Context: an optimization exercise on an open-source flow, tuned for a short achievable clock period and few clock cycles per item. The choices shown serve that exercise and are no tape-out recipe.
The RTL was checked by simulation tests, not by an equivalence proof against the original design.
No activity file was given, so power comes from the tool's default toggle rates.

[design/flow/config.mk]
export PLATFORM = sky130hd
export DESIGN_NAME = rv_pipeline
export DESIGN_NICKNAME = rv_pipeline
export VERILOG_FILES = /design/flow/design.v
export SDC_FILE = /design/flow/constraint.sdc
export NUM_CORES = 4
export LEC_CHECK = 0
export CAP_MARGIN = 20
export CORE_MARGIN = 2
export CORE_UTILIZATION = 30
export PLACE_DENSITY = 0.45
export SLEW_MARGIN = 20
[design/flow/design.v]
package rv_pkg;
    typedef enum logic [6:0] {
        op_lui    = 7'b0110111,
        op_imm    = 7'b0010011,
        op_reg    = 7'b0110011,
        op_load   = 7'b0000011,
        op_store  = 7'b0100011,
        op_branch = 7'b1100011
    } opcode_e;
    typedef enum logic [3:0] {
        alu_add  = 4'b0000,
        alu_sll  = 4'b0001,
        alu_slt  = 4'b0010,
        alu_sltu = 4'b0011,
        alu_xor  = 4'b0100,
        alu_srl  = 4'b0101,
        alu_or   = 4'b0110,
        alu_and  = 4'b0111,
        alu_sub  = 4'b1000,
        alu_sra  = 4'b1101
    } alu_op_e;
    typedef enum logic [2:0] {
        br_eq  = 3'b000,
        br_ne  = 3'b001,
        br_lt  = 3'b100,
        br_ge  = 3'b101,
        br_ltu = 3'b110,
        br_geu = 3'b111
    } br_op_e;
    typedef enum logic [1:0] {
        wb_alu  = 2'd0,
        wb_load = 2'd1,
        wb_imm  = 2'd2
    } wb_sel_e;
    typedef struct packed {
        alu_op_e alu_op;
        logic    use_imm;
        logic    branch;
        br_op_e  br_op;
        logic    mem_read;
        logic    mem_write;
        wb_sel_e wb_sel;
        logic    reg_write;
        logic    uses_rs1;
        logic    uses_rs2;
    } ctrl_t;
endpackage
`timescale 1ns/1ps
module rv_decode (
    input  logic [32-1:0]  i_instr,
    output rv_pkg::ctrl_t        o_ctrl,
    output logic [5-1:0] o_rs1,
    output logic [5-1:0] o_rs2,
    output logic [5-1:0] o_rd,
    output logic [32-1:0]  o_imm
);
    rv_pkg::opcode_e     opcode;
    logic [2:0]          funct3;
    logic                f7_alt;
    logic [32-1:0] imm_i;
    logic [32-1:0] imm_s;
    logic [32-1:0] imm_b;
    logic [32-1:0] imm_u;
    assign opcode = rv_pkg::opcode_e'(i_instr[6:0]);
    assign funct3 = i_instr[14:12];
    assign f7_alt = i_instr[30];
    assign o_rs1 = i_instr[19:15];
    assign o_rs2 = i_instr[24:20];
    assign o_rd  = i_instr[11:7];
    assign imm_i = {{20{i_instr[31]}}, i_instr[31:20]};
    assign imm_s = {{20{i_instr[31]}}, i_instr[31:25], i_instr[11:7]};
    assign imm_b = {{19{i_instr[31]}}, i_instr[31], i_instr[7], i_instr[30:25],
                    i_instr[11:8], 1'b0};
    assign imm_u = {i_instr[31:12], 12'b0};
    always_comb begin
        o_ctrl = '0;
        o_imm  = imm_i;
        case (opcode)
            rv_pkg::op_lui: begin
                o_ctrl.wb_sel    = rv_pkg::wb_imm;
                o_ctrl.reg_write = 1'b1;
                o_imm            = imm_u;
            end
            rv_pkg::op_imm: begin
                o_ctrl.alu_op    = rv_pkg::alu_op_e'({(funct3 == 3'b101) && f7_alt, funct3});
                o_ctrl.use_imm   = 1'b1;
                o_ctrl.reg_write = 1'b1;
                o_ctrl.uses_rs1  = 1'b1;
            end
            rv_pkg::op_reg: begin
                o_ctrl.alu_op    = rv_pkg::alu_op_e'({(funct3 == 3'b000 || funct3 == 3'b101)
                                                      && f7_alt, funct3});
                o_ctrl.reg_write = 1'b1;
                o_ctrl.uses_rs1  = 1'b1;
                o_ctrl.uses_rs2  = 1'b1;
            end
            rv_pkg::op_load: begin
                if (funct3 == 3'b010) begin
                    o_ctrl.use_imm   = 1'b1;
                    o_ctrl.mem_read  = 1'b1;
                    o_ctrl.wb_sel    = rv_pkg::wb_load;
                    o_ctrl.reg_write = 1'b1;
                    o_ctrl.uses_rs1  = 1'b1;
                end
            end
            rv_pkg::op_store: begin
                if (funct3 == 3'b010) begin
                    o_ctrl.use_imm   = 1'b1;
                    o_ctrl.mem_write = 1'b1;
                    o_ctrl.uses_rs1  = 1'b1;
                    o_ctrl.uses_rs2  = 1'b1;
                end
                o_imm = imm_s;
            end
            rv_pkg::op_branch: begin
                if (funct3[2:1] != 2'b01) begin
                    o_ctrl.branch   = 1'b1;
                    o_ctrl.br_op    = rv_pkg::br_op_e'(funct3);
                    o_ctrl.uses_rs1 = 1'b1;
                    o_ctrl.uses_rs2 = 1'b1;
                end
                o_imm = imm_b;
            end
            default: ;
        endcase
    end
endmodule
`timescale 1ns/1ps
module rv_regfile (
    input  logic                 clk,
    input  logic                 i_arst_n,
    input  logic                 i_we,
    input  logic [5-1:0] i_waddr,
    input  logic [32-1:0]  i_wdata,
    input  logic [5-1:0] i_raddr_a,
    input  logic [5-1:0] i_raddr_b,
    output logic [32-1:0]  o_rdata_a,
    output logic [32-1:0]  o_rdata_b
);
    logic [32-1:0] regs [32];
    always_ff @(posedge clk or negedge i_arst_n) begin
        if (!i_arst_n) begin
            for (int i = 0; i < 32; i++) begin
                regs[i] <= '0;
            end
        end else if (i_we && i_waddr != '0) begin
            regs[i_waddr] <= i_wdata;
        end
    end
    assign o_rdata_a = (i_raddr_a == '0) ? '0 :
                       (i_we && i_raddr_a == i_waddr) ? i_wdata : regs[i_raddr_a];
    assign o_rdata_b = (i_raddr_b == '0) ? '0 :
                       (i_we && i_raddr_b == i_waddr) ? i_wdata : regs[i_raddr_b];
endmodule
`timescale 1ns/1ps
module rv_execute (
    input  rv_pkg::ctrl_t        i_ctrl,
    input  logic [32-1:0]  i_pc,
    input  logic [5-1:0] i_rs1,
    input  logic [5-1:0] i_rs2,
    input  logic [32-1:0]  i_rs1_val,
    input  logic [32-1:0]  i_rs2_val,
    input  logic [32-1:0]  i_imm,
    input  logic [5-1:0] i_fwd_mem_rd,
    input  logic                 i_fwd_mem_wr,
    input  logic                 i_fwd_mem_is_load,
    input  logic [32-1:0]  i_fwd_mem_value,
    input  logic [5-1:0] i_fwd_wb_rd,
    input  logic                 i_fwd_wb_wr,
    input  logic [32-1:0]  i_fwd_wb_value,
    output logic [32-1:0]  o_result,
    output logic [32-1:0]  o_store_data,
    output logic                 o_taken,
    output logic [32-1:0]  o_target
);
    logic [32-1:0] op_a;
    logic [32-1:0] op_b;
    logic [32-1:0] alu_b;
    logic                cmp_hit;
    always_comb begin
        op_a = i_rs1_val;
        if (i_rs1 != '0) begin
            if (i_fwd_mem_wr && !i_fwd_mem_is_load && i_fwd_mem_rd == i_rs1) begin
                op_a = i_fwd_mem_value;
            end else if (i_fwd_wb_wr && i_fwd_wb_rd == i_rs1) begin
                op_a = i_fwd_wb_value;
            end
        end
        op_b = i_rs2_val;
        if (i_rs2 != '0) begin
            if (i_fwd_mem_wr && !i_fwd_mem_is_load && i_fwd_mem_rd == i_rs2) begin
                op_b = i_fwd_mem_value;
            end else if (i_fwd_wb_wr && i_fwd_wb_rd == i_rs2) begin
                op_b = i_fwd_wb_value;
            end
        end
    end
    assign alu_b = i_ctrl.use_imm ? i_imm : op_b;
    always_comb begin
        o_result = '0;
        case (i_ctrl.alu_op)
            rv_pkg::alu_sub:  o_result = op_a - alu_b;
            rv_pkg::alu_sll:  o_result = op_a << alu_b[4:0];
            rv_pkg::alu_slt:  o_result[0] = $signed(op_a) < $signed(alu_b);
            rv_pkg::alu_sltu: o_result[0] = op_a < alu_b;
            rv_pkg::alu_xor:  o_result = op_a ^ alu_b;
            rv_pkg::alu_srl:  o_result = op_a >> alu_b[4:0];
            rv_pkg::alu_sra:  o_result = $signed(op_a) >>> alu_b[4:0];
            rv_pkg::alu_or:   o_result = op_a | alu_b;
            rv_pkg::alu_and:  o_result = op_a & alu_b;
            default:          o_result = op_a + alu_b;
        endcase
    end
    always_comb begin
        case (i_ctrl.br_op)
            rv_pkg::br_eq:  cmp_hit = op_a == op_b;
            rv_pkg::br_ne:  cmp_hit = op_a != op_b;
            rv_pkg::br_lt:  cmp_hit = $signed(op_a) < $signed(op_b);
            rv_pkg::br_ge:  cmp_hit = $signed(op_a) >= $signed(op_b);
            rv_pkg::br_ltu: cmp_hit = op_a < op_b;
            rv_pkg::br_geu: cmp_hit = op_a >= op_b;
            default:        cmp_hit = 1'b0;
        endcase
    end
    assign o_taken      = i_ctrl.branch && cmp_hit;
    assign o_target     = i_pc + i_imm;
    assign o_store_data = op_b;
endmodule
`timescale 1ns/1ps
module rv_hazard (
    input  logic                 clk,
    input  logic                 i_arst_n,
    input  logic [5-1:0] i_ex_rs1,
    input  logic [5-1:0] i_ex_rs2,
    input  rv_pkg::ctrl_t        i_ex_ctrl,
    input  logic                 i_taken,
    input  logic                 i_imem_resp,
    input  logic                 i_dmem_req,
    input  logic                 i_dmem_resp,
    input  logic [5-1:0] i_fwd_mem_rd,
    input  logic                 i_fwd_mem_is_load,
    output logic                 o_load_pc,
    output logic                 o_load_id,
    output logic                 o_load_ex,
    output logic                 o_load_mem,
    output logic                 o_load_wb,
    output logic                 o_flush_id,
    output logic                 o_flush_ex,
    output logic                 o_bubble_mem
);
    logic mem_wait;
    logic raw_load;
    logic load_use;
    logic bubbled_q;
    assign mem_wait = !i_imem_resp || (i_dmem_req && !i_dmem_resp);
    assign raw_load = i_fwd_mem_is_load && i_fwd_mem_rd != '0 &&
                      ((i_ex_ctrl.uses_rs1 && i_ex_rs1 == i_fwd_mem_rd) ||
                       (i_ex_ctrl.uses_rs2 && i_ex_rs2 == i_fwd_mem_rd));
    assign load_use = raw_load && !bubbled_q;
    always_ff @(posedge clk or negedge i_arst_n) begin
        if (!i_arst_n) begin
            bubbled_q <= 1'b0;
        end else if (!mem_wait) begin
            bubbled_q <= load_use;
        end
    end
    assign o_load_mem   = !mem_wait;
    assign o_load_wb    = !mem_wait;
    assign o_load_pc    = !mem_wait && !load_use;
    assign o_load_id    = o_load_pc;
    assign o_load_ex    = o_load_pc;
    assign o_bubble_mem = load_use;
    assign o_flush_id = i_taken && o_load_pc;
    assign o_flush_ex = o_flush_id;
endmodule
`timescale 1ns/1ps
module rv_pipeline (
    input  logic                clk,
    input  logic                i_arst_n,
    input  logic [32-1:0] i_imem_data,
    input  logic                i_imem_resp,
    input  logic [32-1:0] i_dmem_rdata,
    input  logic                i_dmem_resp,
    output logic [32-1:0] o_imem_addr,
    output logic                o_imem_rd,
    output logic [32-1:0] o_dmem_addr,
    output logic [32-1:0] o_dmem_wdata,
    output logic                o_dmem_rd,
    output logic                o_dmem_wr
);
    logic [32-1:0]  pc_q;
    logic [32-1:0]  id_instr, id_pc, id_imm, id_rs1_val, id_rs2_val;
    logic [5-1:0] id_rs1, id_rs2, id_rd;
    rv_pkg::ctrl_t        id_ctrl;
    logic [32-1:0]  ex_pc, ex_imm, ex_rs1_val, ex_rs2_val;
    logic [5-1:0] ex_rs1, ex_rs2, ex_rd;
    rv_pkg::ctrl_t        ex_ctrl;
    logic [32-1:0]  ex_result, ex_store_data, ex_target;
    logic                 ex_taken;
    logic [32-1:0]  mem_alu, mem_store, mem_imm, mem_value;
    logic [5-1:0] mem_rd;
    rv_pkg::ctrl_t        mem_ctrl;
    logic [32-1:0]  wb_result, wb_load, wb_value;
    logic [5-1:0] wb_rd;
    rv_pkg::ctrl_t        wb_ctrl;
    logic                 rf_we;
    logic                 load_pc, load_id, load_ex, load_mem, load_wb;
    logic                 flush_id, flush_ex, bubble_mem;
    assign o_imem_addr = pc_q;
    assign o_imem_rd   = 1'b1;
    always_ff @(posedge clk or negedge i_arst_n) begin
        if (!i_arst_n) begin
            pc_q     <= 32'h0000_0000;
            id_instr <= '0;
            ex_ctrl  <= '0;
            mem_ctrl <= '0;
            wb_ctrl  <= '0;
        end else begin
            if (load_pc) begin
                pc_q <= ex_taken ? ex_target : pc_q + 32'(4);
            end
            if (load_id) begin
                id_instr <= flush_id ? '0 : i_imem_data;
            end
            if (load_ex) begin
                ex_ctrl <= flush_ex ? '0 : id_ctrl;
            end
            if (load_mem) begin
                mem_ctrl <= bubble_mem ? '0 : ex_ctrl;
            end
            if (load_wb) begin
                wb_ctrl <= mem_ctrl;
            end
        end
    end
    always_ff @(posedge clk) begin
        if (load_id) begin
            id_pc <= pc_q;
        end
        if (load_ex) begin
            ex_pc      <= id_pc;
            ex_rs1     <= id_rs1;
            ex_rs2     <= id_rs2;
            ex_rd      <= id_rd;
            ex_imm     <= id_imm;
            ex_rs1_val <= id_rs1_val;
            ex_rs2_val <= id_rs2_val;
        end else if (rf_we) begin
            if (wb_rd == ex_rs1) begin
                ex_rs1_val <= wb_value;
            end
            if (wb_rd == ex_rs2) begin
                ex_rs2_val <= wb_value;
            end
        end
        if (load_mem) begin
            mem_rd    <= ex_rd;
            mem_alu   <= ex_result;
            mem_store <= ex_store_data;
            mem_imm   <= ex_imm;
        end
        if (load_wb) begin
            wb_rd     <= mem_rd;
            wb_result <= mem_value;
            wb_load   <= i_dmem_rdata;
        end
    end
    rv_decode u_decode (
        .i_instr (id_instr),
        .o_ctrl  (id_ctrl),
        .o_rs1   (id_rs1),
        .o_rs2   (id_rs2),
        .o_rd    (id_rd),
        .o_imm   (id_imm)
    );
    assign rf_we = wb_ctrl.reg_write && load_wb && wb_rd != '0;
    rv_regfile u_regfile (
        .clk       (clk),
        .i_arst_n  (i_arst_n),
        .i_we      (rf_we),
        .i_waddr   (wb_rd),
        .i_wdata   (wb_value),
        .i_raddr_a (id_rs1),
        .i_raddr_b (id_rs2),
        .o_rdata_a (id_rs1_val),
        .o_rdata_b (id_rs2_val)
    );
    rv_execute u_execute (
        .i_ctrl       (ex_ctrl),
        .i_pc         (ex_pc),
        .i_rs1        (ex_rs1),
        .i_rs2        (ex_rs2),
        .i_rs1_val    (ex_rs1_val),
        .i_rs2_val    (ex_rs2_val),
        .i_imm        (ex_imm),
        .i_fwd_mem_rd      (mem_rd),
        .i_fwd_mem_wr      (mem_ctrl.reg_write),
        .i_fwd_mem_is_load (mem_ctrl.mem_read),
        .i_fwd_mem_value   (mem_value),
        .i_fwd_wb_rd       (wb_rd),
        .i_fwd_wb_wr       (wb_ctrl.reg_write),
        .i_fwd_wb_value    (wb_value),
        .o_result     (ex_result),
        .o_store_data (ex_store_data),
        .o_taken      (ex_taken),
        .o_target     (ex_target)
    );
    rv_hazard u_hazard (
        .clk          (clk),
        .i_arst_n     (i_arst_n),
        .i_ex_rs1     (ex_rs1),
        .i_ex_rs2     (ex_rs2),
        .i_ex_ctrl    (ex_ctrl),
        .i_taken      (ex_taken),
        .i_imem_resp  (i_imem_resp),
        .i_dmem_req   (o_dmem_rd || o_dmem_wr),
        .i_dmem_resp  (i_dmem_resp),
        .i_fwd_mem_rd      (mem_rd),
        .i_fwd_mem_is_load (mem_ctrl.mem_read),
        .o_load_pc    (load_pc),
        .o_load_id    (load_id),
        .o_load_ex    (load_ex),
        .o_load_mem   (load_mem),
        .o_load_wb    (load_wb),
        .o_flush_id   (flush_id),
        .o_flush_ex   (flush_ex),
        .o_bubble_mem (bubble_mem)
    );
    assign mem_value    = (mem_ctrl.wb_sel == rv_pkg::wb_imm) ? mem_imm : mem_alu;
    assign o_dmem_addr  = {mem_alu[32-1:2], 2'b00};
    assign o_dmem_wdata = mem_store;
    assign o_dmem_rd    = mem_ctrl.mem_read;
    assign o_dmem_wr    = mem_ctrl.mem_write;
    assign wb_value = (wb_ctrl.wb_sel == rv_pkg::wb_load) ? wb_load : wb_result;
endmodule
[design/flow/run.sh]
#!/bin/bash
# synth_recipe.tcl (not shown) runs the flow's synth.tcl, then flattens the netlist and writes it again
# the make line also repeats each setting of config.mk as NAME=value (left out here)
make -C /OpenROAD-flow-scripts/flow DESIGN_CONFIG=/design/flow/config.mk WORK_HOME=/design/flow/orfs CLKGATE_MAP_FILE= SYNTH_SCRIPT=/design/flow/synth_recipe.tcl finish
[design/flow/constraint.sdc]
create_clock -name core_clock -period 7.5 [get_ports {clk}]
set_input_delay 1.5000 -clock core_clock [delete_from_list [all_inputs] [get_ports {clk}]]
set_output_delay 1.5000 -clock core_clock [all_outputs]
set_load 0.01 [all_outputs]
==> key figures <==
Min path
  – Worst hold path type: reg2reg
  – Hold endpoint: ex_pc[4]
  – HP Start: id_pc[4]
  – Cell depth of the worst hold path: 0

STA
  – Tightest Pin Transition: 1.25 ns
  – Setup_tns: 0 ns
  – Fmax: 0.147 GHz
  – Fin crit share: 90.7%
  – Min Tclk post-route: 6.81 ns
  – Final hold vios: 0
  – Endpoints failing setup: 0
  – WHS: 0.413 ns
  – Slew margin rel.: 16.8%
  – Final Slew Violations: 0
  – RSZ-0062 raised after global routing: no
  – Clock Skew: 0.0547 ns

Drt
  – Avg WL per Cell: 36.1 um
  – DRC Markers: 0
  – Post-route ant nets: 0
  – Top routing layer in use: met5
  – Routed WL: 413 mm
  – Routed wl met3: 43.7 mm
  – Pre-antenna DRT Iters: 9
  – Met2 WL post-DR: 178 mm
  – Initial DRC count: 11600
  – Vias: 71900
  – Met1 Wirelength: 164 mm
  – Vias per cell: 6.28

Power
  – Clock group share of total power: 41.5%
  – Power Internal: 14.4 mW
  – P_leak: 36.4 nW
  – PD cells: 237 nW/um^2
  – Comb power frac: 16.4%
  – Reg power frac: 42.2%
  – P_sw: 6.48 mW
  – VDD IR max: 263 uV
  – Switching part of the total: 31.0%

Layout
  – Final net count: 8207
  – Largest reg by FF count: u_regfile.regs
  – Share of cells above drive strength 1: 10.4%
  – Max FFs per register: 992
  – Synthesis-to-layout area growth: 17.5%

Clock network
  – Root buffer cell: clkbuf_16
  – Hold_buf cts: 0
  – Post CTS Setup Buffer Count: 0
  – Clock tree buffer depth: 3
  – Cts bufs inserted: 167
  – Post-CTS Resized: 0
  – Worst skew pair latency: 0.89 ns
  – Clk sinks: 1426
  – H-tree depth: 4
  – CTS tree: yes
  – Worst-path clk slew: 0.06 ns

Yosys
  – Most common cell in the synthesized netlist: nor2_1
  – Synth cell types: 101
  – Synth Cell Area: 75100 sq um
  – Main synth FF type: dfrtp_1
  – FF+latch count, synth: 1426
  – Synthesized area per cell: 9.36 sq um
  – Warnings, synthesis: 6
  – Sequential-to-total area share from yosys stat: 49.8%
  – FFs w/ async S/R, synth: 75.8%
  – Number of synthesized flops with an enable pin: 345
  – Synth top cells by count: nor2_1 (1264), a21oi_1 (1259), dfrtp_1 (1081)
  – Yosys top cell by area: dfrtp_1
  – Largest cells by area after synthesis: dfrtp_1 (36%), edfxtp_1 (14%), a21oi_1 (8.4%)
  – Top-area cell type share of the netlist area: 36.0%
  – Synth Instances: 8022

GRT
  – Total grt overflow: 0
  – Initial antenna violation count: 24
  – First-pass GRT wire length: 566 mm
  – Largest net degree at the start of global routing: 151
  – Aggregate global-route resource usage: 31.3%
  – Vias in the first global route: 67200

Worst setup path
  – Worst Path Buf+Inv: 4
  – Crit path arrival time: 7.40 ns
  – Critical path class: reg2reg
  – CP Max Fanout: 29
  – CP required: 8.10 ns
  – Crit. End Element: register
  – Worst R2R Path Depth: 21
  – R2r endpoint: mem_alu[29]
  – Crit path cell chain: or4_1 -> nor2_2 -> inv_2 -> buf_4 -> o21a_1 -> o22ai_1 -> o21ai_4 -> buf_4 -> ha_1 -> o21bai_1 -> a211oi_1 -> o41ai_1 -> buf_4 -> nand4b_1 -> a211oi_1 -> o31ai_1 -> nand2b_1 -> a21o_1 -> a211oi_1 -> a2111oi_0 -> nand3b_1
  – Slowest-stage cell, CP: a211oi_1
  – Crit path launch type: register
  – R2R Setup Slk: 0.69 ns
  – Crit path largest cell delay: 0.70 ns
  – Worst path top cell family by delay: compound AO/OA/AOI/OAI gates
  – WP depth: 21
  – Worst R2R Start: ex_rs2[3]

Placed design
  – Post-DP HPWL: 265 mm
  – Port bufs: 163
  – GP Congestion: 0.992

Floorplan
  – Die Span X: 504 um
  – Core area: 249000 sq um
  – Row cnt: 183
  – Total die area: 254000 sq um
  – Initial Util: 30.2%
  – Die Span Y: 504 um
  – I/O pin count: 167

Flow run
  – Max cap viols: 0

Status
  – Outcome: timing/DRC/antenna clean
==> worst max-delay path by stage <==
stage | end | from | slack [ns]
detailed placement | mem_alu[29] | ex_rs2[3] | 0.91
floorplan | ex_imm[0] | i_dmem_resp | 0.42
global route | mem_alu[29] | wb_ctrl[4] | 0.40
finish | mem_alu[29] | ex_rs2[3] | 0.69
CTS | mem_alu[29] | ex_rs2[3] | 0.89
global placement | pc_q[22] | wb_rd[4] | 0.91
==> power groups by stage <==
stage	clock, mW	combinational [mW]	sequential, mW
after global routing	9.10	3.58	8.85
after detailed placement	0	3.30	8.95
final	8.67	3.43	8.82
after global placement	0	3.31	8.96
after floorplan	0	1.83	8.71
after CTS	8.78	3.31	8.81
==> stage by stage <==
| step | std cells | power (mW) | setup slack (ns) | area, sq um | util, % |
|---|---|---|---|---|---|
| finish | 11400 | 20.9 | 0.695 | 88200 | 35.5 |
| floorplan | 8023 | 10.5 | 0.423 | 75100 | - |
| global route | 11400 | 21.5 | 0.397 | 88200 | 35.5 |
| CTS | 11400 | 20.9 | 0.886 | 88100 | 35.4 |
| global placement | 11100 | 12.3 | 0.912 | 82300 | 33.1 |
| detailed placement | 11100 | 12.3 | 0.905 | 82300 | 33.1 |
==> layout by cell type, fill, tap and decap left out, drive strengths merged, types with 28 or more instances in the layout <==
cell type | netlist | final
a21o | 55 | 55
a21oi | 1259 | 1259
nand2 | 430 | 430
clkinv | 3 | 38
nand3 | 103 | 103
nand4 | 181 | 181
a22o | 184 | 184
o21ai | 293 | 293
a31oi | 51 | 51
a222oi | 64 | 64
a221oi | 194 | 194
ha | 161 | 161
o22ai | 55 | 55
buf | 116 | 338
xnor2 | 63 | 63
nor3 | 119 | 119
mux2 | 44 | 44
a211oi | 31 | 31
mux2i | 196 | 196
nor2 | 1268 | 1268
nor4 | 28 | 28
a22oi | 548 | 548
clkdlybuf4s50 | 0 | 162
edfxtp | 345 | 345
dfrtp | 1081 | 1081
inv | 150 | 155
clkbuf | 601 | 245
==> cell families (layout without fill, tap and decap cells) <==
kind of cell / after synthesis / after routing / synth area share [%]
AO/OA/AOI/OAI: 2944 / 2944 / 25.3
XOR/XNOR: 82 / 82 / 0.956
adder cells (fa/ha/maj): 164 / 164 / 2.76
buffers and inverters: 870 / 955 / 4.67
flip-flops: 1426 / 1426 / 49.8
multiplexers: 240 / 240 / 3.31
other: 2 / 13 / 0.0100
AND/OR/NAND/NOR: 2294 / 2294 / 13.2
==> layer usage <==
| layer | up-vias | track usage, % |
|---|---|---|
| li1 | 29600 | - |
| met5 | - | 0 |
| met2 | 5257 | 47.0 |
| met4 | 6 | 17.5 |
| met1 | 35700 | 41.0 |
| met3 | 1339 | 7.75 |
==> worst reg2reg max path, cell delays in order, from the launching register on <==
cell,delay [ns]
edfxtp_1,0.43
or4_1,0.56
nor2_2,0.41
inv_2,0.08
buf_4,0.27
o21a_1,0.23
o22ai_1,0.45
o21ai_4,0.07
buf_4,0.24
ha_1,0.41
o21bai_1,0.47
a211oi_1,0.24
o41ai_1,0.39
buf_4,0.21
nand4b_1,0.27
a211oi_1,0.70
o31ai_1,0.17
nand2b_1,0.17
a21o_1,0.13
a211oi_1,0.07
a2111oi_0,0.48
nand3b_1,0.13
==> final cells by class <==
cell class | count | area, sq um
Multi-Input combinational cell | 5727 | 35400
Sequential cell | 1426 | 37400
Antenna cell | 10 | 25.0
Tap cell | 3330 | 4170
Fill cell | 25200 | 160000
Clock buffer | 245 | 5010
Timing Repair Buffer | 500 | 4820
Clock inverter | 57 | 785
Inverter | 153 | 587
Testbench counts, summed over its fixed seeds: cycles 49,283, instrs 35,698.

-- port drivers added, routing unchanged --
The results above use ideal ports. As a check the final layout listed here was re-extracted and re-timed, cells and wires unchanged.
Step 1 (the two cells are an assumption about what drives the block):
set clk [get_ports {clk}]
set_driving_cell -lib_cell sky130_fd_sc_hd__clkbuf_16 $clk
set_driving_cell -lib_cell sky130_fd_sc_hd__buf_2 [delete_from_list [all_inputs] $clk]
Step 2 moves the port delays by t, midway between the first and last clock arrival at a register: inputs arrive t later, outputs are due t later. That takes back most of the time a late clock gives input paths.
Slacks: no drivers / after step 1 / after step 2; pairs: no drivers / after step 1.
shift t [ns]: 0.948
setup slack, ns: 0.695 / 0.695 / 0.695
worst setup path at the end: register to register
cell pins on the clock port's net: 1
After both steps this run still meets setup and hold. The setup slack of this run moves by 0.000 ns with the drivers and by 0.000 ns with both steps.
